What follows belongs to an exercise in optimizing a design on an open flow for small area and few clock cycles per item; a production flow would make more cautious choices.
The RTL was checked by simulation tests, not by an equivalence proof against the original design.
Power and IR drop assume default switching activity.

## design/flow/flow/run.sh

```bash
#!/bin/bash
# Standard ORFS flow (the standard.sh, unchanged synthesis), with:
# - clock tree synthesis from clkbuf_16 only, with sink clusters of up to 30
#   registers per buffer and no dummy loads;
# - a plain buffer (buf_2) on every input and output port.
set -euo pipefail
CTS="-sink_clustering_enable -repair_clock_nets"
CTS="$CTS -buf_list sky130_fd_sc_hd__clkbuf_16"
CTS="$CTS -sink_clustering_size 30 -sink_clustering_max_diameter 65"
CTS="$CTS -sink_buffer_max_cap_derate 0.06 -dont_use_dummy_load"
bash standard.sh "CTS_ARGS=$CTS" \
    "BUFFER_PORTS_ARGS=-buffer_cell sky130_fd_sc_hd__buf_2" finish > make.log 2>&1
```

## design/flow/standard.sh

```bash
#!/bin/bash
# synth_recipe.tcl (not shown) runs the flow's synth.tcl, then flattens the netlist and writes it again
# the make line also repeats each setting of config.mk as NAME=value (left out here)
make -C /OpenROAD-flow-scripts/flow DESIGN_CONFIG=/design/flow/config.mk WORK_HOME=/design/flow/orfs CLKGATE_MAP_FILE= SYNTH_SCRIPT=/design/flow/synth_recipe.tcl "${@:-finish}"
```

## design/flow/config.mk

```make
export PLATFORM = sky130hd
export DESIGN_NAME = instr_mem_pipe
export DESIGN_NICKNAME = instr_mem_pipe
export VERILOG_FILES = /design/flow/design.v
export SDC_FILE = /design/flow/constraint.sdc
export NUM_CORES = 4
export LEC_CHECK = 0
export CAP_MARGIN = 20
export CORE_MARGIN = 2
export CORE_UTILIZATION = 55
export PLACE_DENSITY = 0.72
export SETUP_SLACK_MARGIN = 0.3
export SLEW_MARGIN = 20
export SYNTH_HIERARCHICAL = 1
```

## design/flow/constraint.sdc

```tcl
create_clock -name core_clock -period 3.0 [get_ports {clk}]
set_input_delay 0.6000 -clock core_clock [delete_from_list [all_inputs] [get_ports {clk}]]
set_output_delay 0.6000 -clock core_clock [all_outputs]
set_load 0.01 [all_outputs]
```

## design/flow/design.v

```verilog
module imp_wcell (
    input  logic q,
    input  logic ld,
    input  logic ld_n,
    input  logic c,
    output logic d
);
    assign d = (q & ld_n) | (ld & c);
endmodule
module imp_rcell (
    input  logic d0,
    input  logic s0_n,
    input  logic d1,
    input  logic s1_n,
    output logic y
);
    assign y = ~((d0 | s0_n) & (d1 | s1_n));
endmodule
module instr_mem_pipe (
    input  logic          clk,
    input  logic          rst_n,
    input  logic          req_valid,
    output logic          req_ready,
    input  logic [31:0]   req_pc,
    output logic          rsp_valid,
    input  logic          rsp_ready,
    output logic [31:0]   rsp_instr,
    output logic [31:0]   rsp_pc,
    output logic [1:0]    rsp_fault,
    input  logic          flush,
    input  logic          prog_we,
    input  logic [5:0]    prog_addr,
    input  logic [31:0]   prog_wdata
);
    localparam logic [31:0] NOP = 32'h00000013;
    logic [63:0][31:0] mem;
    logic [63:0][31:0] mem_d;
    logic [63:0]       wr, wr_n;
    always_comb begin
        for (int i = 0; i < 64; i++) begin
            wr[i]   = prog_we & (prog_addr == 6'(i));
            wr_n[i] = ~wr[i];
        end
    end
    for (genvar i = 0; i < 64; i++) begin : g_row
        for (genvar b = 0; b < 32; b++) begin : g_bit
            imp_wcell u_w (
                .q(mem[i][b]), .ld(wr[i]), .ld_n(wr_n[i]), .c(prog_wdata[b]),
                .d(mem_d[i][b])
            );
        end
    end
    always_ff @(posedge clk) begin
        mem <= mem_d;
    end
    logic        mis, oor, ok;
    logic [7:0]  lo_n, hi_n;
    logic [31:0][31:0] ry;       
    logic [31:0][7:0]  gz;       
    logic [31:0][3:0]  hy;       
    logic [31:0] rd_word;
    assign mis = |req_pc[1:0];
    assign oor = |req_pc[31:8];
    assign ok  = ~(mis | oor);
    always_comb begin
        for (int k = 0; k < 8; k++) begin
            lo_n[k] = ~(req_pc[4:2] == 3'(k));
            hi_n[k] = ~(req_pc[7:5] == 3'(k));
        end
    end
    for (genvar b = 0; b < 32; b++) begin : g_col
        for (genvar g = 0; g < 8; g++) begin : g_grp
            for (genvar j = 0; j < 4; j++) begin : g_pair
                imp_rcell u_r (
                    .d0(mem[8*g+2*j][b]),   .s0_n(lo_n[2*j]),
                    .d1(mem[8*g+2*j+1][b]), .s1_n(lo_n[2*j+1]),
                    .y(ry[b][4*g+j])
                );
            end
            assign gz[b][g] = ~(|ry[b][4*g+3:4*g]);
        end
        for (genvar j = 0; j < 4; j++) begin : g_hpair
            imp_rcell u_h (
                .d0(gz[b][2*j]),   .s0_n(hi_n[2*j]),
                .d1(gz[b][2*j+1]), .s1_n(hi_n[2*j+1]),
                .y(hy[b][j])
            );
        end
        assign rd_word[b] = ok ? ~(|hy[b]) : NOP[b];
    end
    logic        v, ld, ld_n;
    logic [65:0] out_q, out_in, out_d;
    assign ld        = ~v | rsp_ready;
    assign ld_n      = ~ld;
    assign req_ready = ~flush & ld;
    assign rsp_valid = v;
    always_ff @(posedge clk or negedge rst_n) begin
        if (!rst_n)
            v <= 1'b0;
        else
            v <= ~flush & ((req_valid & ld) | ld_n);
    end
    assign out_in = {oor, mis, rd_word, req_pc};
    for (genvar k = 0; k < 66; k++) begin : g_out
        imp_wcell u_w (
            .q(out_q[k]), .ld(ld), .ld_n(ld_n), .c(out_in[k]), .d(out_d[k])
        );
    end
    always_ff @(posedge clk) begin
        out_q <= out_d;
    end
    assign rsp_pc    = out_q[31:0];
    assign rsp_instr = out_q[63:32];
    assign rsp_fault = out_q[65:64];
endmodule
```

==> metrics.cfg, run 1 <==
[power_and_ir_drop]
netSwitchingFraction_pct=25.3
p_comb_share_pct=14.7
power_density_nw_per_um2=688
p_leak_nw=33.9
p_int_mw=43.8
switching_power_mw=14.8
clockPowerShare_pct=27.4
power_frac_seq_pct=58.0
ir_worst_vdd_v=0.000524

[detailed_routing]
dr_total_vias=64900
drt_first_pass_iters=6
wirelength_um=281000
met2_length_um=118000
antenna_left=0
wl_per_cell_um=32.6
dr_wl_met3_um=37200
top_layer=met5
drt_iter0_markers=8807
avgViaCountPerCell=7.52
drc=0
drt-met1-wl_um=108000

[cts]
cts_tree=done
cts.sinks=2115
clk_latency_ns=0.79
clockRootBuffer=clkbuf_16
cts.path.max_buffers=3
path_clk_slew_ns=0.08
cts-htree-levels=3
tritoncts.num_buffers=120

[worst_setup_path]
slowest_delay_ns=0.60
crit_arrival_ns=3.51
cp_num_buf_inv=6
start_kind=primary input
path_max_fanout=12
slowest_stage=or4_1
cpLargestDelayFamily=simple AND/OR/NAND/NOR gates
end_kind=flop
crit_chain=buf_2 > buf_4 > nand2_4 > buf_12 > buf_4 > buf_4 > o22ai_1 > nor4_2 > buf_4 > o22ai_1 > or4_1 > nor4_2 > a22o_1
cpMostUsedCell=buf_4
critPathKind=in -> reg
cp.required_ns=3.73

[yosys]
synth_nets=6017
postSynthAreaPerCell_um2=12.0
synth_cells=5941
synth-seq-cells=2115
synth_area_um2=71200
yosysSeqAreaShare_pct=59.5
synth_warnings=7
ys_types=25

[sta]
fmax_mhz=360
fin_worst_skew_ns=0.0821
tns_ns=0
fin_crit_sh_pct=92.6
rsz0062_at_grt=yes
post-route-min-period_ns=2.78
maxSlewHeadroom_pct=31.4
worst_slew_pin_slew_ns=1.03
slew_viol_final=0
finalSetupViolCount=0
hold_violations=0

[global_route]
track_usage_pct=40.5
grt-ovfl-total=0
grt_pass1_wl_um=407000
grt_pass1_vias=61300
antenna_found_initial=30
grt_start_max_net_pins=68

[floorplanning]
dieArea_um2=132000
start_util_pct=55.6
die_y_um=364
rows=131
core_area_um2=128000
die_w_um=364
ios=144

[placed_design]
postPlaceCellArea_um2=80900
routabilityCongestion=0.984
port_buffers=143
place_hpwl_um=173000
placed_cells=8457

[status]
status=no timing/DRC/antenna violations

[final_layout]
final_net_count=6966
layout-drive-gt1-share_pct=16.1
syn2layout_area_growth_pct=19.6
fin_area_um2=85100
n_fill_cell=9887
final_cells=8634

[flow_run]
maxCapViolations=0

[hold_path]
hp-class=in -> reg

## path summary, 6_finish.rpt
check	start	endpoint	slack [ns]	cells after the start
setup / recovery	req_pc[4]	out_q[47]$_DFF_P_	0.22	13
hold / removal	req_pc[1]	out_q[1]$_DFF_P_	0.06	2
setup reg to reg	mem[879]$_DFF_P_	out_q[47]$_DFF_P_	0.64	7
hold reg to reg	out_q[44]$_DFF_P_	out_q[44]$_DFF_P_	0.48	1
max in group asynchronous	rst_n	v$_DFF_PN0_	2.76	2
min in group asynchronous	rst_n	v$_DFF_PN0_	0.15	2
## area by class of cell
type | count | area [µm²] | share of cell area, %
inverter | 7 | 41.3 | 0.0485
sequential | 2115 | 42300 | 49.8
clock buffer | 120 | 3000 | 3.53
tap | 1729 | 2160 | 2.54
timing repair buffer | 853 | 8010 | 9.41
multi-input combinational | 3793 | 29500 | 34.7
antenna | 17 | 42.5 | 0.0500
## power by group through the flow
stage	Clock [mW]	Combinational, mW	Sequential (mW)
after floorplan	0	5.22	34.0
after global placement	0	7.93	34.4
after detailed placement	0	8.14	34.5
after CTS	16.0	8.19	33.9
after global routing	17.0	8.98	34.4
final	16.0	8.59	34.0
## cells by family after synthesis
| logic type | Yosys count | share of synthesized area (%) |
|---|---|---|
| AO/OA/AOI/OAI | 3266 | 36.1 |
| buffers and inverters | 33 | 0.193 |
| flip-flops | 2115 | 59.5 |
| AND/OR/NAND/NOR | 527 | 4.16 |
## metal layers
metal	up-vias	GRT usage, %
met3	888	13.4
met5	-	0
met4	34	23.4
li1	27300	-
met1	32200	52.5
met2	4535	58.9
## cell usage in the layout (no fill, tap or decap), types with 2 or more instances in the layout
master         count
buf_6             12
clkinvlp_4         4
inv_1              3
nand4_1            2
dlygate4sd3_1      2
buf_4            553
nor2_2            20
clkbuf_16        130
nor2b_1            4
or3b_2             2
nand3b_1           7
dfxtp_1         2114
o22ai_2           20
nand3_1            7
or3b_4             2
or2_2              3
nor3_1             6
nor4_2            35
or4_1             31
buf_16             7
diode_2           17
nor4_4             3
buf_12           127
o22ai_1         1130
nand2_1           75
o22ai_4            2
a22o_1          2114
nor4_1           257
buf_2            141
nor2_4            41
nor2_1            17
nand2b_1           4
## per-module statistics from Yosys (local to each module, per instance)
module,cell area (µm²),cells inside,times used,flops+latches
instr_mem_pipe,45400,2675,1,2115
imp_wcell,8.76,1,2114,0
imp_rcell,6.26,1,1152,0
## state kept, by name, summed over array words and instances (netlist names)
register / count
mem: 2048
out_q: 66
v: 1
## synth_stat cells, drive strengths merged
library cell | count | area (µm²)
dfrtp | 1 | 25.0
nand2b | 4 | 25.0
nand4 | 2 | 12.5
clkbuf | 14 | 52.6
nand3 | 9 | 45.0
or4 | 32 | 240
or2 | 3 | 18.8
a22o | 2114 | 18500
dfxtp | 2114 | 42300
or3b | 5 | 43.8
nor2b | 5 | 31.3
nand3b | 7 | 52.6
buf | 12 | 58.8
or3 | 2 | 12.5
o22ai | 1152 | 7210
nor3 | 6 | 30.0
nor4 | 295 | 1850
and3b | 1 | 8.76
inv | 7 | 26.3
nor3b | 1 | 7.51
nor2 | 78 | 293
nand2 | 76 | 285
and3 | 1 | 6.26
## through the flow
stage	utilization, %	power [mW]	setup slack (ns)	hold slack (ns)
6_report	66.5	58.6	0.221	0.0576
3_3_place_gp	63.2	42.3	-0.799	0.376
3_5_place_dp	63.2	42.6	-0.822	0.378
4_1_cts	65.7	58.1	0.209	0.0179
5_1_grt	66.5	60.3	0.238	0.0428
2_1_floorplan	-	39.2	-3.98	0.304
## repair_timing
action                                  in CTS  in global routing
hold buffers                                 2                  0
hold endpoints to repair                     2                  0
resized for setup                           16                 78
pin swaps                                    0                 18
endpoints found under the setup margin      13                 28
gates cloned                                 0                 10
buffers inserted                             0                 28
Testbench counts, summed over its fixed seeds: cycles 17,876, items 16,000.
==> run 2, diff against run 1 <==
--- a/design/flow/design.v
+++ b/design/flow/design.v
@@ -34,4 +34,5 @@
 );
     localparam logic [31:0] NOP = 32'h00000013;
+    localparam logic [31:0] INV = ~NOP;
     logic [63:0][31:0] mem;
     logic [63:0][31:0] mem_d;
@@ -46,5 +47,5 @@
         for (genvar b = 0; b < 32; b++) begin : g_bit
             imp_wcell u_w (
-                .q(mem[i][b]), .ld(wr[i]), .ld_n(wr_n[i]), .c(prog_wdata[b]),
+                .q(mem[i][b]), .ld(wr[i]), .ld_n(wr_n[i]), .c(prog_wdata[b] ^ INV[b]),
                 .d(mem_d[i][b])
             );
@@ -66,5 +67,5 @@
         for (int k = 0; k < 8; k++) begin
             lo_n[k] = ~(req_pc[4:2] == 3'(k));
-            hi_n[k] = ~(req_pc[7:5] == 3'(k));
+            hi_n[k] = ~(ok & (req_pc[7:5] == 3'(k)));
         end
     end
@@ -87,5 +88,5 @@
             );
         end
-        assign rd_word[b] = ok ? ~(|hy[b]) : NOP[b];
+        assign rd_word[b] = ~(|hy[b]) ^ INV[b];
     end
     logic        v, ld, ld_n;
--- a/design/flow/config.mk
+++ b/design/flow/config.mk
@@ -8,6 +8,6 @@
 export CAP_MARGIN = 20
 export CORE_MARGIN = 2
-export CORE_UTILIZATION = 55
-export PLACE_DENSITY = 0.72
+export CORE_UTILIZATION = 68
+export PLACE_DENSITY = 0.82
 export SETUP_SLACK_MARGIN = 0.3
 export SLEW_MARGIN = 20
==> metrics.cfg, run 2 <==
[status]
status=no timing/DRC/antenna violations

[worst_setup_path]
slowest_stage=or4_1
crit_chain=buf_2 > or3b_4 > buf_12 > buf_4 > o22ai_1 > nor4_1 > o22ai_1 > or4_1 > a22o_1
cp_num_buf_inv=3  ; -3
r2r_end=out_q[63]$_DFF_P_
start_kind=primary input
slowest_delay_ns=0.63  ; +0.03 ns
worstSetupStartpoint=req_pc[3]
cpLargestDelayFamily=simple AND/OR/NAND/NOR gates
endpoint=out_q[63]$_DFF_P_
cpMostUsedCell=o22ai_1
ff2ff_setup_slack_ns=0.69  ; +0.05 ns
crit_arrival_ns=3.41  ; -0.10 ns
path_max_fanout=15  ; +3
end_kind=flop
critPathKind=in -> reg
cp.required_ns=3.60  ; -0.13 ns
path_depth=9  ; -4
rr_startpoint=mem[639]$_DFF_P_
r2r_cells=5  ; -2

[placed_design]
port_buffers=143  ; unchanged
place_hpwl_um=169000  ; -2.3%
routabilityCongestion=1.03  ; +4.4%

[cts]
cts.sinks=2115  ; unchanged
clk_latency_ns=0.75  ; -0.04 ns
clockRootBuffer=clkbuf_16
cts.path.max_buffers=3  ; unchanged
path_clk_slew_ns=0.11  ; +0.03 ns
cts-htree-levels=3  ; unchanged
tritoncts.num_buffers=109  ; -9.2%
cts_tree=done
cts_setup_buffers=0  ; unchanged

[flow_run]
maxCapViolations=0  ; unchanged

[sta]
finalSetupViolCount=0  ; unchanged
post-route-min-period_ns=2.81  ; +0.0278 ns
fin_worst_skew_ns=0.0594  ; -0.0227 ns
hold_slack_ns=0.0415  ; -0.0161 ns
slew_viol_final=0  ; unchanged
rsz0062_at_grt=no
maxSlewHeadroom_pct=22.2  ; -9.1 points
worst_slew_pin_slew_ns=1.16  ; +0.128 ns
fmax_mhz=356  ; -0.99%
fin_crit_sh_pct=93.6  ; +0.93 points
hold_violations=0  ; unchanged

[floorplanning]
ios=144  ; unchanged
start_util_pct=68.7  ; +13 points
die_y_um=327  ; -10%
rows=118  ; -9.9%
die_w_um=327  ; -10%
dieArea_um2=107000  ; -19%
core_area_um2=104000  ; -19%

[final_layout]
largest_register_ffs=2048  ; unchanged
most-common-layout-cells=a22o_1, dfxtp_1, o22ai_1
layout-drive-gt1-share_pct=14.8  ; -1.3 points
top_register=mem
reg.largest.list=mem (2048), out_q (66), v (1)
syn2layout_area_growth_pct=16.6
final_net_count=6885  ; -1.2%

[detailed_routing]
drc=0  ; unchanged
dr_total_vias=65700  ; +1.2%
drt_first_pass_iters=7  ; +1
drt_iter0_markers=9162  ; +4.0%
wirelength_um=271000  ; -3.5%
avgViaCountPerCell=8.01  ; +6.6%
wl_per_cell_um=33.1  ; +1.7%
antenna_left=0  ; unchanged

[yosys]
synth_nets=6010  ; -0.12%
yosys_most_used_dff=dfxtp_1
ys_types=35  ; +40%
synth_top_area_share_pct=59.5  ; about the same
synth-seq-cells=2115  ; unchanged
synth_area_um2=71200  ; about the same
synth_area_leaders=dfxtp_1, a22o_1, o22ai_1
synth_top_area_cell=dfxtp_1
synthArstFlopShare_pct=0.0473  ; unchanged
synth_common_cells=a22o_1, dfxtp_1, o22ai_1
synth_warnings=7  ; unchanged
postSynthAreaPerCell_um2=12.0  ; +0.11%
synth_edf_count=0  ; unchanged
synth_cells=5934  ; -0.12%
yosysSeqAreaShare_pct=59.5  ; about the same

[global_route]
grt-ovfl-total=0  ; unchanged
grt_start_max_net_pins=67  ; -1.5%
grt_pass1_vias=62800  ; +2.4%
track_usage_pct=48.7  ; +8.2 points
grt_pass1_wl_um=400000  ; -1.6%
antenna_found_initial=25  ; -17%

[hold_path]
hold_depth=2  ; unchanged
hp-class=in -> reg

[power_and_ir_drop]
ir_worst_vdd_v=0.000663  ; +27%
p_leak_nw=33.5  ; -0.99%
power_density_nw_per_um2=689  ; about the same
p_total_mw=57.1  ; -2.5%

## run 2: cell types whose count changed after synthesis, moves of 3 or more
| cell | previous run | this run |
|---|---|---|
| inv_1 | 7 | 36 |
| nand4_1 | 2 | 5 |
| nor2_2 | 0 | 10 |
| nand4b_1 | 0 | 4 |
| nor2_1 | 78 | 68 |
| buf_2 | 11 | 8 |
| nor4_1 | 295 | 263 |
| clkbuf_1 | 14 | 6 |
| nand3b_1 | 7 | 4 |
| or4_1 | 32 | 29 |
| or2_2 | 3 | 0 |
## run 2: metrics by stage
stage                     util (%)  setup TNS, ns  area, µm²  worst slack (ns)  std cells
after floorplan                  -        -121.06      71200             -3.84       5934
after global placement        77.3          -7.61      80100            -0.387       8077
after detailed placement      77.3          -8.04      80100            -0.432       8077
after CTS                     79.9              0      82800             0.333       8187
after global routing          80.0              0      82900             0.302       8189
final                         80.0              0      82900             0.193       8198
## run 2: power breakdown
group	internal, mW	leakage (nW)	switching (mW)
Sequential	31.9	17.4	2.15
Clock	6.45	1.34	8.71
Combinational	4.57	14.7	3.37
## run 2: how the worst min path moves through the flow
stage,startpoint,slack [ns],to
after global placement,rst_n,0.37,v$_DFF_PN0_
after CTS,flush,0.02,v$_DFF_PN0_
after detailed placement,rst_n,0.38,v$_DFF_PN0_
after global routing,flush,0.02,v$_DFF_PN0_
after floorplan,rst_n,0.30,v$_DFF_PN0_
final,flush,0.04,v$_DFF_PN0_
## run 2: cells by family after synthesis
family          share of synthesized area, %
compound gates                          36.1
simple gates                            4.00
flops                                   59.5
buf+inv                                0.343
## run 2: worst register-to-register path, delay by kind of cell (launching register included)
kind / cells / cell delay (ns)
AND/OR/NAND/NOR: 2 / 1.16
AO/OA/AOI/OAI: 3 / 0.65
flip-flops: 1 / 0.35
## run 2: layout make-up
class | instances | area (µm²)
Sequential cell | 2115 | 42300
Multi-Input combinational cell | 3765 | 29000
Fill cell | 6567 | 20700
Timing Repair Buffer | 782 | 6990
Clock buffer | 109 | 2730
Tap cell | 1380 | 1730
Inverter | 36 | 135
Antenna cell | 11 | 27.5
## run 2: routing by layer
metal  vias to the layer above  GRT usage [%]  share of wire [%]
met5                         -              0              0.063
met1                     31900           62.6                 36
met2                      5511           69.5                 41
li1                      27000              -                  -
met3                      1282           16.1                 15
met4                        26           33.5                8.2
## run 2: timing repair
action                     in CTS  in global routing
hold endpoints to repair        1                  0
setup endpoints to repair       1                 12
hold buffers                    1                  0
resized for setup               1                 12
## run 2: modules after synthesis (local to each module, per instance)
| module | flip-flops and latches | cells inside |
|---|---|---|
| instr_mem_pipe | 2115 | 2668 |
| imp_wcell | 0 | 1 |
| imp_rcell | 0 | 1 |
Testbench counts of run 2, summed over its fixed seeds: cycles 17,876, items 16,000.
==> run 3, diff against run 2 <==
--- a/design/flow/config.mk
+++ b/design/flow/config.mk
@@ -10,5 +10,5 @@
 export CORE_UTILIZATION = 68
 export PLACE_DENSITY = 0.82
-export SETUP_SLACK_MARGIN = 0.3
+export SETUP_SLACK_MARGIN = 0.2
 export SLEW_MARGIN = 20
 export SYNTH_HIERARCHICAL = 1
==> metrics.cfg, run 3 <==
[detailed_routing]
top_layer=met5
drt-met1-wl_um=100000  ; +3.7%
met2_length_um=113000  ; +1.6%
antenna_left=0  ; unchanged
wirelength_um=280000  ; +3.2%
drt_iter0_markers=10800  ; +17%
dr_wl_met3_um=46000  ; +12%
dr_total_vias=66300  ; +0.91%
drt_first_pass_iters=6  ; -1
drc=0  ; unchanged
wl_per_cell_um=33.9  ; +2.4%
avgViaCountPerCell=8.02  ; +0.12%

[power_and_ir_drop]
ir_worst_vdd_v=0.000591  ; -11%
power_density_nw_per_um2=685  ; -0.59%
p_leak_nw=33.9  ; +1.0%
p_total_mw=57.2  ; +0.12%

[worst_setup_path]
r2r_end=out_q[58]$_DFF_P_
crit_arrival_ns=3.68  ; +0.27 ns
start_kind=primary input
rr_startpoint=mem[90]$_DFF_P_
ff2ff_setup_slack_ns=0.52  ; -0.17 ns
r2r_cells=7  ; +2
end_kind=flop
endpoint=out_q[38]$_DFF_P_
worstSetupStartpoint=req_pc[1]
cp.required_ns=3.68  ; +0.08 ns
critPathKind=in -> reg
path_max_fanout=18  ; +3

[global_route]
grt_start_max_net_pins=67  ; unchanged
grt_pass1_wl_um=409000  ; +2.1%
grt-ovfl-total=0  ; unchanged
antenna_found_initial=34  ; +36%
track_usage_pct=50.2  ; +1.4 points
grt_pass1_vias=62900  ; +0.15%

[yosys]
synthArstFlopShare_pct=0.0473  ; unchanged
yosysSeqAreaShare_pct=59.5  ; unchanged
synth_area_leaders=dfxtp_1, a22o_1, o22ai_1
synth_edf_count=0  ; unchanged
yosys_most_used_dff=dfxtp_1
synth-seq-cells=2115  ; unchanged
synth_nets=6010  ; unchanged
synth_common_cells=a22o_1, dfxtp_1, o22ai_1
synth_area_um2=71200  ; unchanged
synth_top_area_share_pct=59.5  ; unchanged
synth_top_area_cell=dfxtp_1
synth_cells=5934  ; unchanged
ys_types=35  ; unchanged
synth_warnings=7  ; unchanged
postSynthAreaPerCell_um2=12.0  ; unchanged

[sta]
fmax_mhz=333  ; -6.6%
tns_ns=-0.00490  ; -0.00490 ns
fin_crit_sh_pct=100  ; +6.6 points
post-route-min-period_ns=3.00  ; +0.198 ns
finalSetupViolCount=1  ; +1
hold_slack_ns=0.0438  ; +0.00223 ns
hold_violations=0  ; unchanged
slew_viol_final=0  ; unchanged
maxSlewHeadroom_pct=14.7  ; -7.5 points
fin_worst_skew_ns=0.0710  ; +0.0116 ns
rsz0062_at_grt=yes
worst_slew_pin_slew_ns=1.28  ; +0.122 ns
finalWorstSetupSlack_ns=-0.00490  ; -0.198 ns

[placed_design]
port_buffers=143  ; unchanged
place_hpwl_um=173000  ; +2.5%
routabilityCongestion=0.987  ; -3.9%
placed_cells=8142  ; +0.80%
dp_slack_ns=-0.652  ; -0.219 ns
postPlaceCellArea_um2=80700  ; +0.80%

[floorplanning]
rows=118  ; unchanged
core_area_um2=104000  ; unchanged
die_y_um=327  ; unchanged
ios=144  ; unchanged
start_util_pct=68.7  ; unchanged
dieArea_um2=107000  ; unchanged
die_w_um=327  ; unchanged

[cts]
cts.sinks=2115  ; unchanged
cts-htree-levels=3  ; unchanged
cts_tree=done
clockRootBuffer=clkbuf_16
cts.path.max_buffers=3  ; unchanged
path_clk_slew_ns=0.10  ; about the same
clk_latency_ns=0.76  ; about the same
tritoncts.num_buffers=108  ; -0.92%

[final_layout]
reg.largest.list=mem (2048), out_q (66), v (1)
n_fill_cell=6450  ; -1.8%
largest_register_ffs=2048  ; unchanged
syn2layout_area_growth_pct=17.4
fin_area_um2=83500  ; +0.71%
final_net_count=6949  ; +0.93%
fin_util_pct=80.6  ; +0.57 points
top_register=mem
layout-drive-gt1-share_pct=15.5  ; +0.75 points
most-common-layout-cells=a22o_1, dfxtp_1, o22ai_1
final_cells=8263  ; +0.79%

[hold_path]
hp-start=flush
hp-class=in -> reg

[status]
violations=setup timing
status=finished with violations

[flow_run]
maxCapViolations=0  ; unchanged

## run 3: cell counts after synthesis
Identical to the previous run, type by type.
## run 3: final cells by class
| class | instances | area (µm²) | area share (%) |
|---|---|---|---|
| Sequential cell | 2115 | 42300 | 50.7 |
| Multi-Input combinational cell | 3765 | 28900 | 34.6 |
| Timing Repair Buffer | 847 | 7670 | 9.18 |
| Clock buffer | 108 | 2700 | 3.24 |
| Tap cell | 1380 | 1730 | 2.07 |
| Inverter | 36 | 135 | 0.162 |
| Antenna cell | 12 | 30.0 | 0.0359 |
## run 3: cells by family after synthesis
logic type / share of synthesized area [%]
AO/OA/AOI/OAI: 36.1
buffers and inverters: 0.343
AND/OR/NAND/NOR: 4.00
flip-flops: 59.5
## run 3: worst max-delay path, stage by stage
cell and delay (ns):
buf_2 0.11, or2_1 0.30, buf_4 0.18, nor3_1 0.63, nand4_1 0.28, buf_4 0.31
o22ai_1 0.89, or4_1 0.25, a22o_1 0.12
## run 3: Yosys stat by module, one instance, submodules excluded
module	copies in the design	cell area (µm²)	flops+latches
imp_rcell	1152	6.26	0
imp_wcell	2114	8.76	0
instr_mem_pipe	1	45400	2115
## run 3: layer usage
metal / GRT usage, % / vias up
met5: 0 / -
met2: 70.4 / 5760
met1: 65.8 / 32200
li1: - / 27100
met3: 18.4 / 1182
met4: 30.5 / 36
## run 3: repair_timing
action | CTS | global route
hold buffers | 1 | 0
buffers inserted | 0 | 0
endpoints found under the hold margin | 1 | 0
gates resized for setup | 3 | 6
setup endpoints to repair | 2 | 8
## run 3: report_power, final
| group | internal [mW] | switching, mW |
|---|---|---|
| registers | 31.9 | 2.17 |
| clock network | 6.39 | 8.74 |
| logic | 4.59 | 3.42 |
| total | 42.9 | 14.3 |
## run 3: worst min-delay path by stage
stage / cells past startpoint / to
after global placement: 1 / v$_DFF_PN0_
after detailed placement: 1 / v$_DFF_PN0_
after floorplan: 0 / v$_DFF_PN0_
after CTS: 2 / v$_DFF_PN0_
final: 2 / v$_DFF_PN0_
after global routing: 2 / v$_DFF_PN0_

-- afterwards: timing with drivers on the ports --
The flow's constraints put no driver on any port. The routed layouts listed below were extracted and timed again, unchanged, in two steps.
Step 1 (the two cells are an assumption about what drives the block):
set clk [get_ports {clk}]
set_driving_cell -lib_cell sky130_fd_sc_hd__clkbuf_16 $clk
set_driving_cell -lib_cell sky130_fd_sc_hd__buf_2 [delete_from_list [all_inputs] $clk]
Step 2 adds t to the input delays and takes it off the output delays; t is the mean of the earliest and latest rising clock arrival at the registers after step 1. Input paths then give back, and output paths get back, about the clock's delay inside the block.
a / b / c = ideal ports / drivers / drivers and shift; a / b = the first two.
run	t, ns	setup slack, ns	hold WS [ns]	clock arrival spread, ns	slew at the worst register clock pin (ns)
run 1	0.843	0.221 / 0.276 / -0.566	0.058 / -0.004 / 0.478	0.099 / 0.099	0.11 / 0.11
run 2	0.810	0.193 / 0.260 / -0.551	0.042 / -0.017 / 0.484	0.071 / 0.071	0.11 / 0.11
run 3	0.809	-0.005 / 0.064 / -0.745	0.044 / -0.022 / 0.486	0.072 / 0.072	0.12 / 0.12
Met with ideal ports but missed after step 2: setup timing in run 1 and run 2. For run 1, which loses most, drivers alone change the setup slack by +0.055 ns; drivers and shift together by -0.787 ns.
